This is an optimization exercise on Yosys and OpenROAD, whose aim is small area, a short achievable clock period and few clock cycles per item, not a production implementation. Function was checked by simulation only, so behaviour that the tests miss may differ from the original. Power figures rest on the tool's default switching activity, not on a simulated workload.

## run A
// hlsm_dp_param
module hlsm_dp_param (
  input  logic        Clk,
  input  logic        Rst,
  input  logic        Start,
  input  logic [31:0] a,
  input  logic [31:0] b,
  input  logic [31:0] c,
  output logic        Busy,
  output logic        Done,
  output logic [31:0] z,
  output logic [31:0] x,
  output logic        Ovf
);
For scale: roughly 170 I/O pins, about 23000 um^2 of cells after synthesis.
clock: 12.5 ns
lec_check: 0
cap_margin: 20
core_margin: 2
core_utilization: 55
cts_buf_list: sky130_fd_sc_hd__clkbuf_4 sky130_fd_sc_hd__clkbuf_8
place_density: 0.75
slew_margin: 20
synth_hierarchical: 1
synth_minimum_keep_size: 0
standard.sh (not shown) runs the stock make flow with config.mk's settings and CLKGATE_MAP_FILE= SYNTH_SCRIPT=/design/flow/synth_recipe.tcl, a recipe that flattens the netlist after the stock synthesis.
==> flow/flow/run.sh <==
#!/bin/bash
# Own layout flow: the standard flow (standard.sh) in three parts.
#  1. standard synthesis, unchanged;
#  2. flow/downsize.tcl: every combinational cell that synthesis mapped to a
#     drive strength above 1 is set to strength 1 (same function and pins); the
#     resizer later upsizes what timing needs;
#  3. the rest of the standard flow, with a tighter internal repair target for
#     setup (SETUP_SLACK_MARGIN; the SDC is unchanged) and buf_2 port buffers.
# Each tool's output goes to a log file of its own here (and ORFS's per-step
# logs under orfs/logs).
set -euo pipefail
MARGIN=${MARGIN:-7.5}
bash standard.sh synth > make_synth.log 2>&1
openroad -no_init -exit flow/downsize.tcl > downsize.log 2>&1
bash standard.sh SETUP_SLACK_MARGIN=$MARGIN \
  "BUFFER_PORTS_ARGS=-buffer_cell sky130_fd_sc_hd__buf_2" finish > make_finish.log 2>&1
==> flow/flow/downsize.tcl <==
# Set combinational cells of drive strength > 1 to strength 1 in 1_synth.odb.
set odb_file orfs/results/sky130hd/hlsm_dp_param/base/1_synth.odb
read_db $odb_file
set db [ord::get_db]
set n 0
foreach inst [[ord::get_db_block] getInsts] {
  set m [$inst getMaster]
  set name [$m getName]
  if {[regexp {^(sky130_fd_sc_hd__)(\w+)_([0-9]+)$} $name -> pre base size]} {
    if {$size <= 1} continue
    if {[regexp {^(df|edf|sdf|dl|clk|buf|inv|conb|tap|fill|decap)} $base]} continue
    set small [$db findMaster ${pre}${base}_1]
    if {$small eq "NULL" || $small eq ""} continue
    # same pin names required
    set p1 [lsort [lmap t [$m getMTerms] {$t getName}]]
    set p2 [lsort [lmap t [$small getMTerms] {$t getName}]]
    if {$p1 ne $p2} continue
    $inst swapMaster $small
    incr n
  }
}
puts "downsized $n cells"
write_db $odb_file
Testbench counts of run A, summed over its fixed seeds: cycles 4,800, items 2,400.
Here is what was changed in the inputs of run B compared with run A.
# run A
export LEC_CHECK = 0
export CAP_MARGIN = 20
export CORE_MARGIN = 2
export CORE_UTILIZATION = 55
export CTS_BUF_LIST = sky130_fd_sc_hd__clkbuf_4 sky130_fd_sc_hd__clkbuf_8
export PLACE_DENSITY = 0.75
export SLEW_MARGIN = 20
export SYNTH_HIERARCHICAL = 1
export SYNTH_MINIMUM_KEEP_SIZE = 0
create_clock -name core_clock -period 12.5 [get_ports {Clk}]
# run B
export LEC_CHECK = 0
export CAP_MARGIN = 20
export CORE_MARGIN = 2
export CORE_UTILIZATION = 55
export CTS_BUF_LIST = sky130_fd_sc_hd__clkbuf_8 sky130_fd_sc_hd__clkbuf_16
export CTS_CLUSTER_DIAMETER = 80
export CTS_CLUSTER_SIZE = 40
export SLEW_MARGIN = 20
export SYNTH_HIERARCHICAL = 1
export SYNTH_MINIMUM_KEEP_SIZE = 0
create_clock -name core_clock -period 12.5 [get_ports {Clk}]
==> flow/flow/run.sh <==
#!/bin/bash
# Own layout flow: the standard flow (standard.sh) in three parts.
#  1. standard synthesis, unchanged;
#  3. the rest of the standard flow, with a tighter internal repair target for
#     setup (SETUP_SLACK_MARGIN; the SDC is unchanged) and buf_2 port buffers.
# Each tool's output goes to a log file of its own here (and ORFS's per-step
# logs under orfs/logs).
set -euo pipefail
MARGIN=${MARGIN:-7.5}
bash standard.sh synth > make_synth.log 2>&1
openroad -no_init -exit flow/size.tcl > size.log 2>&1
bash standard.sh SETUP_SLACK_MARGIN=$MARGIN \
  "BUFFER_PORTS_ARGS=-buffer_cell sky130_fd_sc_hd__buf_2" finish > make_finish.log 2>&1
==> flow/flow/size.tcl (new file) <==
set odb_file orfs/results/sky130hd/hlsm_dp_param/base/1_synth.odb
read_db $odb_file
set db [ord::get_db]
set n 0
set f 0
foreach inst [[ord::get_db_block] getInsts] {
  set m [$inst getMaster]
  set name [$m getName]
  if {![regexp {^(sky130_fd_sc_hd__)(\w+)_([0-9]+)$} $name -> pre base size]} continue
  if {$base eq "dfxtp"} {
    if {[regexp {^(ar|bo|bt|bn|ur0|ur1)\\?\[} [$inst getName]] && $size != 4} {
      $inst swapMaster [$db findMaster ${pre}dfxtp_4]
      incr f
    }
    continue
  }
  if {$size <= 1} continue
  if {[regexp {^(df|edf|sdf|dl|clk|buf|inv|conb|tap|fill|decap)} $base]} continue
  set small [$db findMaster ${pre}${base}_1]
  if {$small eq "NULL" || $small eq ""} continue
  set p1 [lsort [lmap t [$m getMTerms] {$t getName}]]
  set p2 [lsort [lmap t [$small getMTerms] {$t getName}]]
  if {$p1 ne $p2} continue
  $inst swapMaster $small
  incr n
}
puts "downsized $n cells, set $f selector-driving registers to strength 4"
write_db $odb_file
removed: flow/flow/downsize.tcl
### Flow results
- Run B finished every step from synthesis to the final layout, and the layout passed the timing, DRC and antenna checks.
- Min net switching power figure across run A and run B: run A
- Diff run A -> run B: worst hold-check slack went up 0.034 ns, post-route worst setup slack rose 0.11 ns, non-clock buffer count decreased by 21 relative to the old numbers.
- Taking run A as the reference, in run B core utilization went down 1.0 points, share of the clock period used by the worst path shows a reduction of 0.90 points.
- Routed length per instance: run B > run A
diff inputs: run B => run C
# run B
export LEC_CHECK = 0
export CAP_MARGIN = 20
export CORE_MARGIN = 2
export CORE_UTILIZATION = 55
export CTS_BUF_LIST = sky130_fd_sc_hd__clkbuf_8 sky130_fd_sc_hd__clkbuf_16
export CTS_CLUSTER_DIAMETER = 80
export CTS_CLUSTER_SIZE = 40
export SLEW_MARGIN = 20
export SYNTH_HIERARCHICAL = 1
export SYNTH_MINIMUM_KEEP_SIZE = 0
create_clock -name core_clock -period 12.5 [get_ports {Clk}]
# run C
export LEC_CHECK = 0
export CAP_MARGIN = 20
export CORE_MARGIN = 2
export CORE_UTILIZATION = 70
export CTS_BUF_LIST = sky130_fd_sc_hd__clkbuf_4 sky130_fd_sc_hd__clkbuf_8
export SLEW_MARGIN = 20
export SYNTH_HIERARCHICAL = 1
export SYNTH_MINIMUM_KEEP_SIZE = 0
create_clock -name core_clock -period 12.5 [get_ports {Clk}]
==> flow/flow/run.sh <==
#!/bin/bash
# Own layout flow: the standard flow (standard.sh) in three parts.
#  1. standard synthesis, unchanged;
#  2. flow/downsize.tcl: every combinational cell that synthesis mapped to a
#     drive strength above 1 is set to strength 1 (same function and pins); the
#     resizer later upsizes what timing needs;
#  3. the rest of the standard flow, with a tighter internal repair target for
#     setup (SETUP_SLACK_MARGIN; the SDC is unchanged) and buf_2 port buffers.
# Each tool's output goes to a log file of its own here (and ORFS's per-step
# logs under orfs/logs).
set -euo pipefail
MARGIN=${MARGIN:-7.5}
bash standard.sh synth > make_synth.log 2>&1
openroad -no_init -exit flow/downsize.tcl > downsize.log 2>&1
bash standard.sh SETUP_SLACK_MARGIN=$MARGIN \
  "BUFFER_PORTS_ARGS=-buffer_cell sky130_fd_sc_hd__buf_2" finish > make_finish.log 2>&1
==> flow/flow/downsize.tcl (new file) <==
# Set combinational cells of drive strength > 1 to strength 1 in 1_synth.odb.
set odb_file orfs/results/sky130hd/hlsm_dp_param/base/1_synth.odb
read_db $odb_file
set db [ord::get_db]
set n 0
foreach inst [[ord::get_db_block] getInsts] {
  set m [$inst getMaster]
  set name [$m getName]
  if {[regexp {^(sky130_fd_sc_hd__)(\w+)_([0-9]+)$} $name -> pre base size]} {
    if {$size <= 1} continue
    if {[regexp {^(df|edf|sdf|dl|clk|buf|inv|conb|tap|fill|decap)} $base]} continue
    set small [$db findMaster ${pre}${base}_1]
    if {$small eq "NULL" || $small eq ""} continue
    # same pin names required
    set p1 [lsort [lmap t [$m getMTerms] {$t getName}]]
    set p2 [lsort [lmap t [$small getMTerms] {$t getName}]]
    if {$p1 ne $p2} continue
    $inst swapMaster $small
    incr n
  }
}
puts "downsized $n cells"
write_db $odb_file
removed: flow/flow/size.tcl
--- outcome ---
Every stage of the flow completed for run C, and the final layout passed the timing, DRC and antenna checks. Between run B and run C, the design area figures differ only marginally. Diff run B -> run C: flip-flop and latch share of the layout cell area now smaller, number of flip-flops and latches comparable, cell area after placement now smaller, final cell count now smaller. Compare run C and run B | clock tree buffer count of the final layout higher: run C. Delta (run C minus run B): utilization moved up, proportion of final cell area spent on non-clock buffers went up. Diff run B -> run C | number of diodes added for antenna fixing | decrease of 4.
Relative to run C, the following input files were edited for run D:
# run C
export LEC_CHECK = 0
export CAP_MARGIN = 20
export CORE_MARGIN = 2
export CORE_UTILIZATION = 70
export CTS_BUF_LIST = sky130_fd_sc_hd__clkbuf_4 sky130_fd_sc_hd__clkbuf_8
export SLEW_MARGIN = 20
export SYNTH_HIERARCHICAL = 1
export SYNTH_MINIMUM_KEEP_SIZE = 0
create_clock -name core_clock -period 12.5 [get_ports {Clk}]
# run D
export LEC_CHECK = 0
export CAP_MARGIN = 20
export CORE_MARGIN = 2
export CORE_UTILIZATION = 55
export CTS_BUF_LIST = sky130_fd_sc_hd__clkbuf_8 sky130_fd_sc_hd__clkbuf_16
export CTS_CLUSTER_DIAMETER = 80
export CTS_CLUSTER_SIZE = 40
export SLEW_MARGIN = 20
export SYNTH_HIERARCHICAL = 1
export SYNTH_MINIMUM_KEEP_SIZE = 0
create_clock -name core_clock -period 12.5 [get_ports {Clk}]
## What came out
- Compared to run C, run D has final cell area excluding filler cells about 0.5% lower.
- Run D: no failed stages, no open violations at the end
- Run C finished every step from synthesis to the final layout, and the layout passed the timing, DRC and antenna checks.
- Summary of run D over run C: hold slack down 0.044 ns; number of gates given a new drive strength after cts has increased.
- Against run C, run D reports a routed length on met3 that is lower.
Edits applied to the flow inputs when going from run D to run E:
-- flow/flow/run.sh --
<<< run D, line 10
# logs under orfs/logs).
set -euo pipefail
MARGIN=${MARGIN:-7.5}
bash standard.sh synth > make_synth.log 2>&1
openroad -no_init -exit flow/downsize.tcl > downsize.log 2>&1
>>> run E, line 10
# logs under orfs/logs).
set -euo pipefail
MARGIN=${MARGIN:-7.25}
bash standard.sh synth > make_synth.log 2>&1
openroad -no_init -exit flow/downsize.tcl > downsize.log 2>&1
Findings:
Measured slew at the worst slew-check pin: higher on run E. Worst-case hold slack: run E vs run D up 0.0075 ns. Fill cell total of the finished layout, run E vs run D: up by a few percent. Run E ends up with a first-pass GRT wire length that is about 1.2% lower than in run D. Looking at end point of the critical path, the xpr[31]$_DFFE_PP_ result is from run E; the x[27] one comes from run D. Changes observed in run E relative to run D: TritonCTS buffer count moved down, final weighted congestion in routability-driven placement higher, number of signal-net buffers in the layout has decreased, met1 routing resource usage after global routing went down, cell count fell 9. Worst setup margin (higher): run D.
Edits applied to the flow inputs when going from run E to run F:
# run E
export LEC_CHECK = 0
export CAP_MARGIN = 20
export CORE_MARGIN = 2
export CORE_UTILIZATION = 55
export CTS_BUF_LIST = sky130_fd_sc_hd__clkbuf_8 sky130_fd_sc_hd__clkbuf_16
export CTS_CLUSTER_DIAMETER = 80
export CTS_CLUSTER_SIZE = 40
export SLEW_MARGIN = 20
export SYNTH_HIERARCHICAL = 1
export SYNTH_MINIMUM_KEEP_SIZE = 0
create_clock -name core_clock -period 12.5 [get_ports {Clk}]
# run F
export LEC_CHECK = 0
export CAP_MARGIN = 20
export CORE_MARGIN = 2
export CORE_UTILIZATION = 70
export CTS_BUF_LIST = sky130_fd_sc_hd__clkbuf_8 sky130_fd_sc_hd__clkbuf_16
export CTS_CLUSTER_DIAMETER = 60
export CTS_CLUSTER_SIZE = 30
export SLEW_MARGIN = 20
export SYNTH_HIERARCHICAL = 1
export SYNTH_MINIMUM_KEEP_SIZE = 0
create_clock -name core_clock -period 12.5 [get_ports {Clk}]
-- flow/flow/run.sh --
<<< run E, line 10
# logs under orfs/logs).
set -euo pipefail
MARGIN=${MARGIN:-7.25}
bash standard.sh synth > make_synth.log 2>&1
openroad -no_init -exit flow/downsize.tcl > downsize.log 2>&1
>>> run F, line 10
# logs under orfs/logs).
set -euo pipefail
MARGIN=${MARGIN:-7.5}
bash standard.sh synth > make_synth.log 2>&1
openroad -no_init -exit flow/downsize.tcl > downsize.log 2>&1
### Flow results
| clock-pin slew on the worst setup and hold paths | run F vs run E | 0.04 ns lower |. Delta (run F minus run E): global-route wire length before repair decreased by 1.4% relative to the old numbers, post-layout minimum cycle time decreased by 0.16 ns relative to the old numbers, detailed-router iteration count before antenna repair increased by 3 relative to the old numbers. For the total power, run F came in 0.83 mW higher than run E did. Buffering stage count on the worst path with inverters included up 1 in run F wrt run E. Relative to run E, sequential share of layout area has decreased by 0.29 points in run F. In run F the combinational power share turned out 0.4 points higher than in run E. As of run F, placed instance area had fallen slightly compared to run E. Diff run E and run F: total inserted antenna cells higher in run E. Run F did not stop at any stage, and its layout met the timing, DRC and antenna checks.

afterwards: timing with drivers on the ports:
In the flow no input, the clock included, has a driving cell. The finished layouts below were timed again as built, in two steps.
Step 1, drivers: a clkbuf_16 drives Clk and a buf_2 each remaining input, both assumed.
Step 2 adds t to the input delays and takes it off the output delays; t is the mean of the earliest and latest rising clock arrival at the registers after step 1. Input paths then give back, and output paths get back, about the clock's delay inside the block.
a / b / c = no drivers / after step 1 / after step 2; a / b = the first two.
run	shift t [ns]	slack for setup (ns)	worst hold slack (ns)	worst register clock-pin slew, ns	worst data-port slew with drivers (ns)
run A	0.665	7.458 / 7.406 / 7.082	0.482 / 0.482 / 0.482	0.08 / 0.08	0.05
run B	0.607	7.571 / 7.514 / 7.186	0.516 / 0.516 / 0.516	0.10 / 0.10	0.07
run C	0.621	7.511 / 7.462 / 7.171	0.536 / 0.536 / 0.536	0.07 / 0.07	0.09
run D	0.599	7.555 / 7.496 / 7.149	0.492 / 0.492 / 0.492	0.11 / 0.11	0.08
run E	0.599	7.377 / 7.323 / 7.000	0.499 / 0.499 / 0.499	0.11 / 0.11	0.07
run F	0.595	7.538 / 7.482 / 7.152	0.526 / 0.526 / 0.526	0.08 / 0.08	0.09
After both steps setup and hold are still met in every run listed. The setup slack of run D, which loses most, moves by -0.059 ns with the drivers and by -0.406 ns with both steps.
